Source: an optimization exercise on an open RTL-to-GDS flow (aim: small area, a short achievable clock period and few clock cycles per item). Production flows keep margins and buffers that such runs may drop. Function was checked by simulation only, so behaviour that the tests miss may differ from the original.

// lookahead_peak_limiter
module lookahead_peak_limiter #(
   parameter int LOOKAHEAD_DEPTH = 64,
   parameter logic [15:0] DIV_CUT = 16'b0010_0100_1001_0010
) (
   input  logic                                  clock,
   input  logic                                  reset,
   input  logic                                  req_valid,
   output logic                                  req_ready,
   input  logic [lpl_pkg::SAMPLE_W:0]            req_data,
   output logic                                  rsp_valid,
   input  logic                                  rsp_ready,
   output logic [lpl_pkg::SAMPLE_W:0]            rsp_data,
   input  logic                                  csr_valid,
   output logic                                  csr_ready,
   input  logic [lpl_pkg::CSR_IDX_W-1:0]         csr_index,
   input  logic [lpl_pkg::CSR_DATA_W-1:0]        csr_wdata
);
   localparam int PTR_W = $clog2(LOOKAHEAD_DEPTH);
   localparam int SIDE_W = 21;    
   logic                                enable_ff;
   logic [lpl_pkg::GAIN_W-1:0]          thr_ff;
   logic [lpl_pkg::COEFF_W-1:0]         attack_ff;
   logic [lpl_pkg::COEFF_W-1:0]         release_ff;
   logic [lpl_pkg::GAIN_W-1:0]          gain_ff;
  ...
Settings: LEC_CHECK=0, ABC_AREA=1, CAP_MARGIN=20, CORE_MARGIN=2, CORE_UTILIZATION=40, CTS_CLUSTER_DIAMETER=100, CTS_CLUSTER_SIZE=20, SETUP_SLACK_MARGIN=1.5, SLEW_MARGIN=20, TNS_END_PERCENT=20; clock period 8.0 ns.
run.sh (not shown) runs the stock make flow with config.mk's settings and CLKGATE_MAP_FILE= SYNTH_SCRIPT=/design/flow/synth_recipe.tcl, a recipe that flattens the netlist after the stock synthesis.
The first run ran to the end with no violations.
Testbench counts at the start, summed over its fixed seeds: cycles 12,064, items 12,000.
Rerun with:
--- a/flow/design.v
+++ b/flow/design.v
@@ -69,41 +69,39 @@
    assign rsp_data  = rsp_data_ff;
    assign req_ready = adv;
    logic [16:0][15:0]       rem;
    logic [16:0][15:0]       quo;
    logic [16:0][SIDE_W-1:0] side;
    logic [15:0][14:0]       rem_out;
    logic [15:0] x_in, x_mag;
    assign x_in  = req_data[16:1];
    assign x_mag = x_in[15] ? 16'(-x_in) : x_in;
    assign rem[0]  = thr_ff[15:0];
    assign quo[0]  = '0;
    assign side[0] = {req_valid, !enable_ff, req_data[0], x_in[15],
-                     ({x_mag, 1'b0} > thr_ff), ~x_mag};
+                     ({x_mag, 1'b0} > thr_ff), x_mag};
    for (genvar j = 0; j < 16; j++) begin : g_div
-      logic [15:0] mag_n_j;
+      logic [15:0] mag_j;
       logic        ge_j;
       logic [15:0] diff_j;
-      assign mag_n_j = side[j][15:0];    
+      assign mag_j   = side[j][15:0];
       if (j == 0) begin : g_first
          logic [16:0] diff_0;
          assign diff_0 = {1'b0, rem[0]} + ({17{!x_in[15]}} ^ {x_in[15], x_in}) +
                          17'(!x_in[15]);
          assign ge_j   = !diff_0[16];
          assign diff_j = diff_0[15:0];
       end else begin : g_next
-         logic [16:0] diff_f;
-         assign diff_f = {1'b0, rem[j]} + {1'b1, mag_n_j} + 17'd1;
-         assign ge_j   = !diff_f[16];
-         assign diff_j = diff_f[15:0];
+         assign ge_j   = (rem[j] >= mag_j);
+         assign diff_j = rem[j] - mag_j;
       end
       assign rem_out[j] = ge_j ? diff_j[14:0] : rem[j][14:0];
       if (DIV_CUT[j]) begin : g_cut
          logic [14:0]       rem_ff;
          logic [15:0]       quo_ff;
          logic [SIDE_W-1:0] side_ff;
          always_ff @(posedge clock) begin
             if (adv) begin
                rem_ff  <= rem_out[j];
                quo_ff  <= (j == 15 && !side[j][16]) ? '0 : {quo[j][14:0], ge_j};
                side_ff <= side[j];
             end
@@ -122,37 +120,37 @@
          assign side[j+1] = side[j];
       end
    end
    logic                         pre_valid, pre_bypass, pre_active;
    logic [lpl_pkg::GAIN_W-1:0]   pre_target;
    logic [SIDE_W-1:0]            sm_side_ff;
    logic [lpl_pkg::GAIN_W-1:0]   sm_target_ff;
    logic signed [lpl_pkg::GAIN_W:0] sm_gap_ff;
    logic                         sm_falling_ff;
    logic [8:0]                   sm_one_ff, sm_two_ff, sm_neg_ff;
    logic                         sm_carry_ff;    
    logic                         sm_valid, sm_bypass, sm_last, sm_sign, sm_limited, sm_active;
-   logic [15:0]                  sm_mag_n;
+   logic [15:0]                  sm_mag;
    logic [lpl_pkg::GAIN_W-1:0]   glide, gain_new;
    logic                         near_unity, snap;
    logic [15:0]                  sm_x;
    logic                         ring_ok, ring_wr;
    logic [15:0]                  ring_rd;
    logic                         filled;
    assign {pre_valid, pre_bypass} = side[16][SIDE_W-1:SIDE_W-2];
    assign pre_active = pre_valid && !pre_bypass;
    assign pre_target = side[16][16] ? {1'b0, quo[16]} : lpl_pkg::GAIN_UNITY;
-   assign {sm_valid, sm_bypass, sm_last, sm_sign, sm_limited, sm_mag_n} = sm_side_ff;
+   assign {sm_valid, sm_bypass, sm_last, sm_sign, sm_limited, sm_mag} = sm_side_ff;
    assign sm_active = sm_valid && !sm_bypass;
-   assign sm_x = sm_sign ? 16'(sm_mag_n + 1'b1) : ~sm_mag_n;
+   assign sm_x = sm_sign ? 16'(-sm_mag) : sm_mag;
    function automatic logic [26:0] booth_ctl(input logic [15:0] c);
       logic [18:0] cx;
       logic [8:0]  one, two, neg;
       logic        b0, b1, b2;
       cx = {2'b00, c, 1'b0};
       for (int i = 0; i < 9; i++) begin
          b2 = cx[2*i+2];
          b1 = cx[2*i+1];
          b0 = cx[2*i];
          one[i] = b1 ^ b0;
          two[i] = (b2 & !b1 & !b0) | (!b2 & b1 & b0);
          neg[i] = b2 & !(b1 & b0);
Effect:
- final area rises by 2.6%
- utilization is about the same
- via count rises by 3.0%
- final cell count rises by 3.9%
- global-route usage falls by 0.69 points
- hold slack is better by 0.027 ns
- register-to-register slack is better by 0.10 ns
- clock-buffer cell count rises by 10
- area after synthesis rises by 2.9%
- sequential share of layout area falls by 1.1 points
Testbench counts after the change, summed over its fixed seeds: cycles 12,064, items 12,000.

* * *

lookahead_peak_limiter with an RTL version that a note above also has.
Size in the first run: about 7500 cells after synthesis, about 0.071 sq mm of cells after synthesis.
## lookahead_peak_limiter
module lookahead_peak_limiter #(
   parameter int LOOKAHEAD_DEPTH = 64,
   parameter logic [15:0] DIV_CUT = 16'b0010_0100_1001_0010
) (
   input  logic                                  clock,
   input  logic                                  reset,
   input  logic                                  req_valid,
   output logic                                  req_ready,
   input  logic [lpl_pkg::SAMPLE_W:0]            req_data,
   output logic                                  rsp_valid,
   input  logic                                  rsp_ready,
   output logic [lpl_pkg::SAMPLE_W:0]            rsp_data,
   input  logic                                  csr_valid,
   output logic                                  csr_ready,
   input  logic [lpl_pkg::CSR_IDX_W-1:0]         csr_index,
   input  logic [lpl_pkg::CSR_DATA_W-1:0]        csr_wdata
);
   localparam int PTR_W = $clog2(LOOKAHEAD_DEPTH);
   localparam int SIDE_W = 21;    
   logic                                enable_ff;
   logic [lpl_pkg::GAIN_W-1:0]          thr_ff;
   logic [lpl_pkg::COEFF_W-1:0]         attack_ff;
   logic [lpl_pkg::COEFF_W-1:0]         release_ff;
   logic [lpl_pkg::GAIN_W-1:0]          gain_ff;
   logic                                seen_ff;
   logic [PTR_W:0]                      fill_ff;     
   logic [PTR_W-1:0]                    phase_ff;    
   logic                                sc_valid_ff, sc_bypass_ff, sc_active_ff;
   logic [7:0]                          sc_one_ff, sc_two_ff, sc_neg_ff;
   logic                                rsp_valid_ff;
   logic [lpl_pkg::SAMPLE_W:0]          rsp_data_ff;
   logic                                adv;
   logic                                csr_write;
  ...
clock: 8.0 ns
lec_check: 0
abc_area: 1
cap_margin: 20
core_margin: 2
core_utilization: 40
cts_cluster_diameter: 100
cts_cluster_size: 20
setup_slack_margin: 1.2
slew_margin: 20
tns_end_percent: 20
Testbench counts at the start, summed over its fixed seeds: cycles 12,064, items 12,000.
Rerun with:
--- a/flow/design.v
+++ b/flow/design.v
@@ -72,33 +72,35 @@
    logic [16:0][15:0]       quo;
    logic [16:0][SIDE_W-1:0] side;
    logic [15:0][14:0]       rem_out;
    logic [15:0] x_in, x_mag;
    assign x_in  = req_data[16:1];
    assign x_mag = x_in[15] ? 16'(-x_in) : x_in;
    assign rem[0]  = thr_ff[15:0];
    assign quo[0]  = '0;
    assign side[0] = {req_valid, !enable_ff, req_data[0], x_in[15],
-                     ({x_mag, 1'b0} > thr_ff), x_mag};
+                     ({x_mag, 1'b0} > thr_ff), ~x_mag};
    for (genvar j = 0; j < 16; j++) begin : g_div
-      logic [15:0] mag_j;
+      logic [15:0] mag_n_j;
       logic        ge_j;
       logic [15:0] diff_j;
-      assign mag_j   = side[j][15:0];
+      assign mag_n_j = side[j][15:0];    
       if (j == 0) begin : g_first
          logic [16:0] diff_0;
          assign diff_0 = {1'b0, rem[0]} + ({17{!x_in[15]}} ^ {x_in[15], x_in}) +
                          17'(!x_in[15]);
          assign ge_j   = !diff_0[16];
          assign diff_j = diff_0[15:0];
       end else begin : g_next
-         assign ge_j   = (rem[j] >= mag_j);
-         assign diff_j = rem[j] - mag_j;
+         logic [16:0] diff_f;
+         assign diff_f = {1'b0, rem[j]} + {1'b1, mag_n_j} + 17'd1;
+         assign ge_j   = !diff_f[16];
+         assign diff_j = diff_f[15:0];
       end
       assign rem_out[j] = ge_j ? diff_j[14:0] : rem[j][14:0];
       if (DIV_CUT[j]) begin : g_cut
          logic [14:0]       rem_ff;
          logic [15:0]       quo_ff;
          logic [SIDE_W-1:0] side_ff;
          always_ff @(posedge clock) begin
             if (adv) begin
                rem_ff  <= rem_out[j];
@@ -123,31 +125,31 @@
    logic                         pre_valid, pre_bypass, pre_active;
    logic [lpl_pkg::GAIN_W-1:0]   pre_target;
    logic [SIDE_W-1:0]            sm_side_ff;
    logic [lpl_pkg::GAIN_W-1:0]   sm_target_ff;
    logic signed [lpl_pkg::GAIN_W:0] sm_gap_ff;
    logic                         sm_falling_ff;
    logic [8:0]                   sm_one_ff, sm_two_ff, sm_neg_ff;
    logic                         sm_carry_ff;    
    logic                         sm_valid, sm_bypass, sm_last, sm_sign, sm_limited, sm_active;
-   logic [15:0]                  sm_mag;
+   logic [15:0]                  sm_mag_n;
    logic [lpl_pkg::GAIN_W-1:0]   glide, gain_new;
    logic                         near_unity, snap;
    logic [15:0]                  sm_x;
    logic                         ring_ok, ring_wr;
    logic [15:0]                  ring_rd;
    logic                         filled;
    assign {pre_valid, pre_bypass} = side[16][SIDE_W-1:SIDE_W-2];
    assign pre_active = pre_valid && !pre_bypass;
    assign pre_target = side[16][16] ? {1'b0, quo[16]} : lpl_pkg::GAIN_UNITY;
-   assign {sm_valid, sm_bypass, sm_last, sm_sign, sm_limited, sm_mag} = sm_side_ff;
+   assign {sm_valid, sm_bypass, sm_last, sm_sign, sm_limited, sm_mag_n} = sm_side_ff;
    assign sm_active = sm_valid && !sm_bypass;
-   assign sm_x = sm_sign ? 16'(-sm_mag) : sm_mag;
+   assign sm_x = sm_sign ? 16'(sm_mag_n + 1'b1) : ~sm_mag_n;
    function automatic logic [26:0] booth_ctl(input logic [15:0] c);
       logic [18:0] cx;
       logic [8:0]  one, two, neg;
       logic        b0, b1, b2;
       cx = {2'b00, c, 1'b0};
       for (int i = 0; i < 9; i++) begin
          b2 = cx[2*i+2];
          b1 = cx[2*i+1];
          b0 = cx[2*i];
After rerunning: Via count came out lower by 2.8%. Sequential cell count does not change. Worst setup slack degrades by 0.11 ns. Core utilization is higher by 0.43 points. Die area goes down by about 2.8%. Critical path depth fell by 5.
Testbench counts after the change, summed over its fixed seeds: cycles 12,064, items 12,000.

* * *

Setup of run E:
lookahead_peak_limiter, a different RTL version from the one above (not shown whole).
Size in the first run: ~7,400 cells after synthesis, about 1,500 flip-flops, ~62 I/O pins, ~70,000 µm² of cells after synthesis.
Settings: LEC_CHECK=0, ABC_AREA=1, CAP_MARGIN=20, CORE_MARGIN=2, CORE_UTILIZATION=40, CTS_CLUSTER_DIAMETER=100, CTS_CLUSTER_SIZE=20, SETUP_SLACK_MARGIN=1.2, SLEW_MARGIN=20; clock period 8.0 ns.
Testbench counts of run E, summed over its fixed seeds: cycles 12,064, items 12,000.
## Diff of input files: run B against run E
--- a/flow/design.v
+++ b/flow/design.v
@@ -75,26 +75,34 @@
    logic [15:0] x_in, x_mag;
    assign x_in  = req_data[16:1];
    assign x_mag = x_in[15] ? 16'(-x_in) : x_in;
    assign rem[0]  = thr_ff[15:0];
    assign quo[0]  = '0;
    assign side[0] = {req_valid, !enable_ff, req_data[0], x_in[15],
                      ({x_mag, 1'b0} > thr_ff), x_mag};
    for (genvar j = 0; j < 16; j++) begin : g_div
       logic [15:0] mag_j;
       logic        ge_j;
       logic [15:0] diff_j;
       assign mag_j   = side[j][15:0];
-      assign ge_j    = (rem[j] >= mag_j);
-      assign diff_j  = rem[j] - mag_j;
+      if (j == 0) begin : g_first
+         logic [16:0] diff_0;
+         assign diff_0 = {1'b0, rem[0]} + ({17{!x_in[15]}} ^ {x_in[15], x_in}) +
+                         17'(!x_in[15]);
+         assign ge_j   = !diff_0[16];
+         assign diff_j = diff_0[15:0];
+      end else begin : g_next
+         assign ge_j   = (rem[j] >= mag_j);
+         assign diff_j = rem[j] - mag_j;
+      end
       assign rem_out[j] = ge_j ? diff_j[14:0] : rem[j][14:0];
       if (DIV_CUT[j]) begin : g_cut
          logic [14:0]       rem_ff;
          logic [15:0]       quo_ff;
          logic [SIDE_W-1:0] side_ff;
          always_ff @(posedge clock) begin
             if (adv) begin
                rem_ff  <= rem_out[j];
                quo_ff  <= (j == 15 && !side[j][16]) ? '0 : {quo[j][14:0], ge_j};
                side_ff <= side[j];
             end
             if (reset) begin
==> run summary <==
Compared to run E, run B has post-placement worst setup slack 0.44 ns higher. Higher number of nets in the layout was reported by run E, not run B. In terms of number of well-tap cells placed, run B and run E differ only marginally. Summary of run B over run E: routed wire length shrank by about 1.2%, minimum clock period after layout shrank by 0.046 ns, global-route track usage on met1 shrank by 0.64 points, critical path depth in cells shrank by 4. Comparing run E and run B, die area is higher on run B. Relative to run E, part of the cycle the worst path needs has decreased by 0.57 points in run B. Run B -> run E: remaining routing DRC violations delta 0, exact match. Comparing run E against run B, there is no change at all in number of enable-type register cells in the synthesized netlist.
Testbench counts of run B, summed over its fixed seeds: cycles 12,064, items 12,000.

* * *

Another version of the RTL of lookahead_peak_limiter (not shown whole).
Settings: LEC_CHECK=0, ABC_AREA=1, CAP_MARGIN=20, CORE_MARGIN=2, CORE_UTILIZATION=40, SLEW_MARGIN=20; clock period 8.0 ns.
Testbench counts at the start, summed over its fixed seeds: cycles 12,064, items 12,000.
Next try:
--- a/flow/design.v
+++ b/flow/design.v
@@ -27,17 +27,17 @@
    logic [DEPTH-1:0][WIDTH-1:0] ring_ff;
    always_ff @(posedge clock) begin
       ring_ff <= {(wr_en ? wr_data : ring_ff[0]), ring_ff[DEPTH-1:1]};
    end
    assign rd_data = ring_ff[0];
 endmodule
 module lookahead_peak_limiter #(
    parameter int LOOKAHEAD_DEPTH = 64,
-   parameter logic [15:0] DIV_CUT = 16'b0010_0100_1001_0010
+   parameter logic [15:0] DIV_CUT = 16'b1001_0010_0100_1001
 ) (
    input  logic                                  clock,
    input  logic                                  reset,
    input  logic                                  req_valid,
    output logic                                  req_ready,
    input  logic [lpl_pkg::SAMPLE_W:0]            req_data,
    output logic                                  rsp_valid,
    input  logic                                  rsp_ready,
@@ -124,17 +124,17 @@
    logic [lpl_pkg::GAIN_W-1:0]   glide, gain_new;
    logic                         near_unity, snap;
    logic [15:0]                  sm_x;
    logic                         ring_ok, ring_wr;
    logic [15:0]                  ring_rd;
    logic                         filled;
    assign {pre_valid, pre_bypass} = side[16][SIDE_W-1:SIDE_W-2];
    assign pre_active = pre_valid && !pre_bypass;
-   assign pre_target = side[16][16] ? {1'b0, quo[16]} : lpl_pkg::GAIN_UNITY;
+   assign pre_target = {!side[16][16], quo[16]};
    assign {sm_valid, sm_bypass, sm_last, sm_sign, sm_limited, sm_mag} = sm_side_ff;
    assign sm_active = sm_valid && !sm_bypass;
    assign sm_x = sm_sign ? 16'(-sm_mag) : sm_mag;
    function automatic logic [26:0] booth_ctl(input logic [15:0] c);
       logic [18:0] cx;
       logic [8:0]  one, two, neg;
       logic        b0, b1, b2;
       cx = {2'b00, c, 1'b0};
@@ -180,36 +180,28 @@
    assign l2a = csa(l1a[67:34], l1a[33:0], l1b[67:34]);
    assign l2b = csa(l1b[33:0], l1c[67:34], l1c[33:0]);
    assign l3a = csa(l2a[67:34], l2a[33:0], l2b[67:34]);
    assign l3b = csa(l2b[33:0], gap_base, gap_extra);
    assign l4a = csa(l3a[67:34], l3a[33:0], l3b[67:34]);
    assign l5a = csa(l4a[67:34], l4a[33:0], l3b[33:0]);
    assign sum_s = l5a[67:34];
    assign sum_c = l5a[33:0];
-   localparam logic [33:0] NEAR_NEG = 34'(-(36'(lpl_pkg::GAIN_NEAR_UNITY) << 16));
-   logic [33:0] sum_v, next_v, next_m1, near_v;
-   logic [33:0] t_inv;
-   logic [67:0] next_cs, m1_cs, near_cs;
-   assign t_inv   = {~{1'b0, pre_target}, 16'b0};
-   assign next_cs = csa(sum_s, sum_c, t_inv | 34'hFFFF);
-   assign m1_cs   = csa(sum_s, sum_c, t_inv);
-   assign near_cs = csa(sum_s, sum_c, NEAR_NEG);
+   logic [33:0] sum_v;
    assign sum_v      = sum_s + sum_c;
    assign glide      = sum_v[32:16];
-   assign near_v     = near_cs[67:34] + near_cs[33:0];
-   assign near_unity = !near_v[33];
+   assign near_unity = (glide >= lpl_pkg::GAIN_NEAR_UNITY);
    assign snap       = !sm_falling_ff && near_unity;
    assign gain_new   = snap ? lpl_pkg::GAIN_UNITY : glide;
+   logic [33:0]                     next_v;
    logic signed [lpl_pkg::GAIN_W:0] gap_loop, gap_snap, gap_idle, gap_next;
    logic                            fall_loop, fall_snap, fall_idle, fall_next;
-   assign next_v    = next_cs[67:34] + {next_cs[33:1], 1'b1};
-   assign next_m1   = m1_cs[67:34] + m1_cs[33:0];
+   assign next_v    = sum_s + sum_c - {1'b0, pre_target, 16'b0};
    assign gap_loop  = next_v[33:16];
-   assign fall_loop = !next_m1[33];
+   assign fall_loop = !gap_loop[lpl_pkg::GAIN_W] && (gap_loop != '0);
    assign gap_snap  = $signed({2'b01, 16'b0}) - $signed({1'b0, pre_target});
    assign fall_snap = !pre_target[16];
    assign gap_idle  = $signed({1'b0, gain_ff}) - $signed({1'b0, pre_target});
    assign fall_idle = (pre_target < gain_ff);
    assign gap_next  = !sm_active ? gap_idle : (snap ? gap_snap : gap_loop);
    assign fall_next = !sm_active ? fall_idle : (snap ? fall_snap : fall_loop);
    logic [26:0] ctl_attack, ctl_release, ctl_next;
    assign ctl_attack  = booth_ctl(attack_ff);
Result: Synthesized area came out lower by 3.8%; final cell count came out lower by 3.8%; maximum frequency came out lower by 4.6%; routed wire length came out lower by 0.31%; non-clock buffer count came out higher by 252.
Testbench counts after the change, summed over its fixed seeds: cycles 12,072, items 12,000.

static timing again, ports no longer ideal:
Ports are ideal in the flow. The routed layouts listed here were re-timed in OpenROAD.
Step 1 sets driving cells, clkbuf_16 on the clock port and buf_2 on the other inputs (assumed; they add their load-dependent delay and slew).
Step 2 times the ports against the registers' clock, not the clock port: input delays grow and output delays shrink by t, the midpoint of the rising clock arrivals with the driver on.
Slacks: ideal / step 1 / step 2; pairs: ideal / step 1.
| run | t (ns) | setup WS [ns] | worst slew at a driven data input, ns |
|---|---|---|---|
| the first run of note 1 | 0.823 | 1.485 / 1.485 / 1.284 | 0.09 |
| the second run of note 1 | 0.775 | 1.590 / 1.590 / 1.065 | 0.07 |
| the first run of note 2 | 0.795 | 1.507 / 1.507 / 1.270 | 0.06 |
| the second run of note 2 | 0.830 | 1.394 / 1.394 / 1.025 | 0.09 |
| run E | 0.787 | 1.427 / 1.427 / 0.852 | 0.06 |
| run B | 0.794 | 1.472 / 1.472 / 1.246 | 0.06 |
| the first run of note 4 | 0.841 | 0.493 / 0.493 / 0.299 | 0.06 |
| the second run of note 4 | 0.863 | 0.134 / 0.134 / 0.134 | 0.17 |
After both steps setup and hold are still met in every run listed. The setup slack of run E, which loses most, moves by 0.000 ns with the drivers and by -0.575 ns with both steps.
